Context: an optimization exercise on an open-source flow, tuned for small area. The choices shown serve that exercise and are no tape-out recipe.
Only simulation tests tie the RTL to the original design; equivalence was not proved.
The flow treats the clock pin as an ideal source, which a real chip does not have.
Power and IR drop assume default switching activity.

## run A
Design fir_coeff_loader, start of the top module:
module fir_coeff_loader #(
    parameter  int FILTER_SIZE = fir_pkg::FIR_FILTER_SIZE,
    parameter  int COEFF_W     = fir_pkg::FIR_COEFF_W,
    localparam int HALF_TAPS   = FILTER_SIZE / 2
) (
    input  logic                      clk,
    input  logic                      reset,
    input  logic                      load_start,
    input  logic [COEFF_W-1:0]        coeff_in,
    input  logic                      coeff_valid,
    output logic                      coeff_ready,
    input  logic                      commit,
    output logic [HALF_TAPS*COEFF_W-1:0] coeff_bank,
    output logic                      coeff_update,
    output logic                      bank_full,
    output logic                      load_err
);
Size in the first run: about 7700 cells after synthesis, ~2800 flip-flops, about 1400 I/O pins, roughly 89000 um^2 of cells after synthesis.
export LEC_CHECK = 0
export CAP_MARGIN = 20
export CORE_AREA = 5 5 385 385
export DIE_AREA = 0 0 390 390
export PLACE_DENSITY = 0.78
export SLEW_MARGIN = 20
export SYNTH_HIERARCHICAL = 1
export BUFFER_PORTS_ARGS = -buffer_cell sky130_fd_sc_hd__buf_1
export CTS_ARGS = -sink_clustering_enable -repair_clock_nets -dont_use_dummy_load -buf_list {sky130_fd_sc_hd__clkbuf_8} -sink_clustering_size 18 -sink_clustering_max_diameter 60
export POST_CTS_TCL = /design/flow/flow/size_clk.tcl
create_clock -name core_clock -period 5.0 [get_ports {clk}]
standard.sh (not shown) runs the stock make flow with config.mk's settings and CLKGATE_MAP_FILE= SYNTH_SCRIPT=/design/flow/synth_recipe.tcl, a recipe that flattens the netlist after the stock synthesis.
==> flow/flow/run.sh <==
#!/bin/bash
# Own layout flow: the standard ORFS flow (standard.sh) with
#  - the port buffers taken from the smallest buffer, sky130_fd_sc_hd__buf_1
#    (repair may still resize them), instead of the one buffer_ports picks;
#  - clock tree synthesis settings from flow/cts_args.txt (no dummy loads);
#  - flow/size_clk.tcl after CTS: gives each clock buffer that drives
#    flip-flop clock pins the smallest clock buffer type that keeps their slew
#    under a target (and splits a leaf that is too slow even at the largest).
# Each tool's output goes to a log file of its own in this folder; ORFS keeps its
# per-step logs under orfs/logs/.
set -euo pipefail
cd "$(dirname "$0")/.."
{
  echo "export BUFFER_PORTS_ARGS = -buffer_cell sky130_fd_sc_hd__buf_1"
  echo "export CTS_ARGS = $(cat flow/cts_args.txt)"
  echo "export POST_CTS_TCL = $PWD/flow/size_clk.tcl"
} >> config.mk
bash standard.sh finish > standard_flow.log 2>&1
==> flow/flow/cts_args.txt <==
-sink_clustering_enable -repair_clock_nets -dont_use_dummy_load -buf_list {sky130_fd_sc_hd__clkbuf_8} -sink_clustering_size 18 -sink_clustering_max_diameter 60
==> flow/flow/size_clk.tcl <==
# After CTS: give every clock buffer that drives flip-flop clock pins the
# smallest clock buffer type that keeps those pins' slew under clk_thr; a leaf
# that is too slow even as the largest type is split in two (a twin on the same
# input net takes the half of its sinks on one side), then sized again.
set clk_thr 0.112
set clk_sizes {sky130_fd_sc_hd__clkbuf_2 sky130_fd_sc_hd__clkbuf_4 sky130_fd_sc_hd__clkbuf_8 sky130_fd_sc_hd__clkbuf_16}
set block [ord::get_db_block]
set split_n 0

proc leaf_worst {inst} {
  set w 0
  foreach p [get_pins -of_objects [get_nets -of_objects [get_pins -of_objects $inst -filter "direction==output"]] -filter "direction==input"] {
    set s [get_property $p slew_max]
    if {$s > $w} { set w $s }
  }
  return $w
}

proc leaves {} {
  set d [dict create]
  foreach pin [all_registers -clock_pins] {
    foreach dp [get_pins -of_objects [get_nets -of_objects $pin] -filter "direction==output"] {
      dict set d [get_full_name [get_cells -of_objects $dp]] 1
    }
  }
  return [dict keys $d]
}

proc split_leaf {name} {
  global block split_n
  set dbi [$block findInst $name]
  set in_net [[$dbi findITerm A] getNet]
  set out_net [[$dbi findITerm X] getNet]
  set sinks {}
  foreach it2 [$out_net getITerms] {
    if {[$it2 getIoType] == "INPUT"} {
      set bb [[$it2 getInst] getBBox]
      lappend sinks [list $it2 [$bb xMin] [$bb yMin]]
    }
  }
  set n [llength $sinks]
  if {$n < 4} { return 0 }
  set xs [lsort -integer [lmap s $sinks {lindex $s 1}]]
  set ys [lsort -integer [lmap s $sinks {lindex $s 2}]]
  set ax [expr {([lindex $xs end] - [lindex $xs 0]) >= ([lindex $ys end] - [lindex $ys 0]) ? 1 : 2}]
  set sorted [lsort -integer -index $ax $sinks]
  set half [lrange $sorted [expr {$n / 2}] end]
  set keep [lrange $sorted 0 [expr {$n / 2 - 1}]]
  incr split_n
  set nname "${name}_split$split_n"
  set newnet [odb::dbNet_create $block "${nname}_net"]
  $newnet setSigType CLOCK
  set newi [odb::dbInst_create $block [$dbi getMaster] $nname]
  [$newi findITerm A] connect $in_net
  [$newi findITerm X] connect $newnet
  set sx 0; set sy 0
  foreach s $half { [lindex $s 0] disconnect; [lindex $s 0] connect $newnet; set sx [expr {$sx + [lindex $s 1]}]; set sy [expr {$sy + [lindex $s 2]}] }
  set kx 0; set ky 0
  foreach s $keep { set kx [expr {$kx + [lindex $s 1]}]; set ky [expr {$ky + [lindex $s 2]}] }
  $newi setLocation [expr {$sx / [llength $half]}] [expr {$sy / [llength $half]}]
  $newi setPlacementStatus PLACED
  $dbi setLocation [expr {$kx / [llength $keep]}] [expr {$ky / [llength $keep]}]
  return 1
}

estimate_parasitics -placement
for {set pass 0} {$pass < 4} {incr pass} {
  set nsplit 0
  set ndown 0
  foreach name [leaves] {
    set inst [get_cells $name]
    set orig [get_property $inst ref_name]
    if {[lsearch $clk_sizes $orig] < 0} { continue }
    set chosen ""
    foreach m $clk_sizes {
      if {$m ne [get_property $inst ref_name]} { replace_cell $inst $m }
      if {[leaf_worst $inst] <= $clk_thr} { set chosen $m; break }
    }
    if {$chosen eq ""} {
      # too slow even as the largest: split, size both halves on the next pass
      incr nsplit [split_leaf $name]
    } elseif {$chosen ne $orig} {
      incr ndown
    }
  }
  detailed_placement
  estimate_parasitics -placement
  set worst 0
  foreach pin [all_registers -clock_pins] {
    set s [get_property $pin slew_max]
    if {$s > $worst} { set worst $s }
  }
  puts "size_clk: pass $pass resized $ndown split $nsplit worst clock-pin slew $worst"
  if {$nsplit == 0 && $worst <= $clk_thr} { break }
}
Having completed the whole flow, run A delivered a layout that passed the timing, DRC and antenna checks.
## Diff of input files: run B against run A
Settings: PLACE_DENSITY: 0.78 -> 0.9.
Notes after the runs:
Run B: full flow OK, the timing, DRC and antenna checks passed. The total net switching power in run B sits about 0.6% above the value recorded for run A. The wire length of run B exceeds that of run A by about 1.4%. Across both runs, hold slack was lower for run B than for run A.
Modified inputs, run C compared to run B
Settings: GPL_TIMING_DRIVEN: unset -> 0; PLACE_DENSITY: 0.9 -> 0.78.
[summary]
Run B -> run C: multi-input gate area in the final layout flat
Run B consumes less power than run C.
Delta(fraction of standard cell area that is sequential, run C - run B) < 0
In the flow results for run B and run C, the proportion of power drawn by combinational gates is larger on run C.
Diff run C..run B | flip-flop and latch count | unchanged
Edits applied to the flow inputs when going from run C to run D:
Settings: removing GPL_TIMING_DRIVEN (formerly 0); changing CTS_ARGS from -sink_clustering_enable -repair_clock_nets -dont_use_dummy_load -buf_list {sky130_fd_sc_hd__clkbuf_8} -sink_clustering_size 18 -sink_clustering_max_diameter 60 to -sink_clustering_enable -repair_clock_nets -dont_use_dummy_load -buf_list {sky130_fd_sc_hd__clkbuf_8} -sink_clustering_size 16 -sink_clustering_max_diameter 60.
==> flow/flow/cts_args.txt <==
-sink_clustering_enable -repair_clock_nets -dont_use_dummy_load -buf_list {sky130_fd_sc_hd__clkbuf_8} -sink_clustering_size 16 -sink_clustering_max_diameter 60
diff --git a/flow/flow/size_clk.tcl b/flow/flow/size_clk.tcl
--- a/flow/flow/size_clk.tcl
+++ b/flow/flow/size_clk.tcl
@@ -5 +5 @@
-set clk_thr 0.112
+set clk_thr 0.105
==> summary.txt <==
Power: run D draws more than run C
Per the comparison of run D with run C, part of the power in the clock network has increased, actual transition at the worst max-transition pin increased 0.17 ns, first-iteration DRC count increased by about 22% relative to the old numbers, worst-case setup slack after placement now sits higher.

## separate check: timing with driven ports
How much do the figures lean on ideal ports? The routed layouts below were timed once more, with nothing changed but the port constraints. Step 1 sets driving cells, clkbuf_16 on the clock port and buf_2 on the other inputs (assumed; they add their load-dependent delay and slew). Step 2, shift: input delay + t, output delay - t, t = (earliest + latest rising clock arrival at the registers) / 2. This alone moves slack from input paths to output paths. Three values: ideal ports, drivers, drivers and shift; two values: the first two.
run | t, ns | setup WS [ns] | worst slew at a driven data input, ns
run A | 0.993 | 0.478 / 0.456 / 0.456 | 0.10
run B | 0.961 | 0.597 / 0.572 / 0.572 | 0.16
run C | 1.000 | 0.210 / 0.164 / 0.164 | 0.10
run D | 0.984 | 0.446 / 0.423 / 0.423 | 0.11
After both steps setup and hold are still met in every run listed. For run C, which loses most, drivers alone change the setup slack by -0.046 ns; drivers and shift together by -0.046 ns.
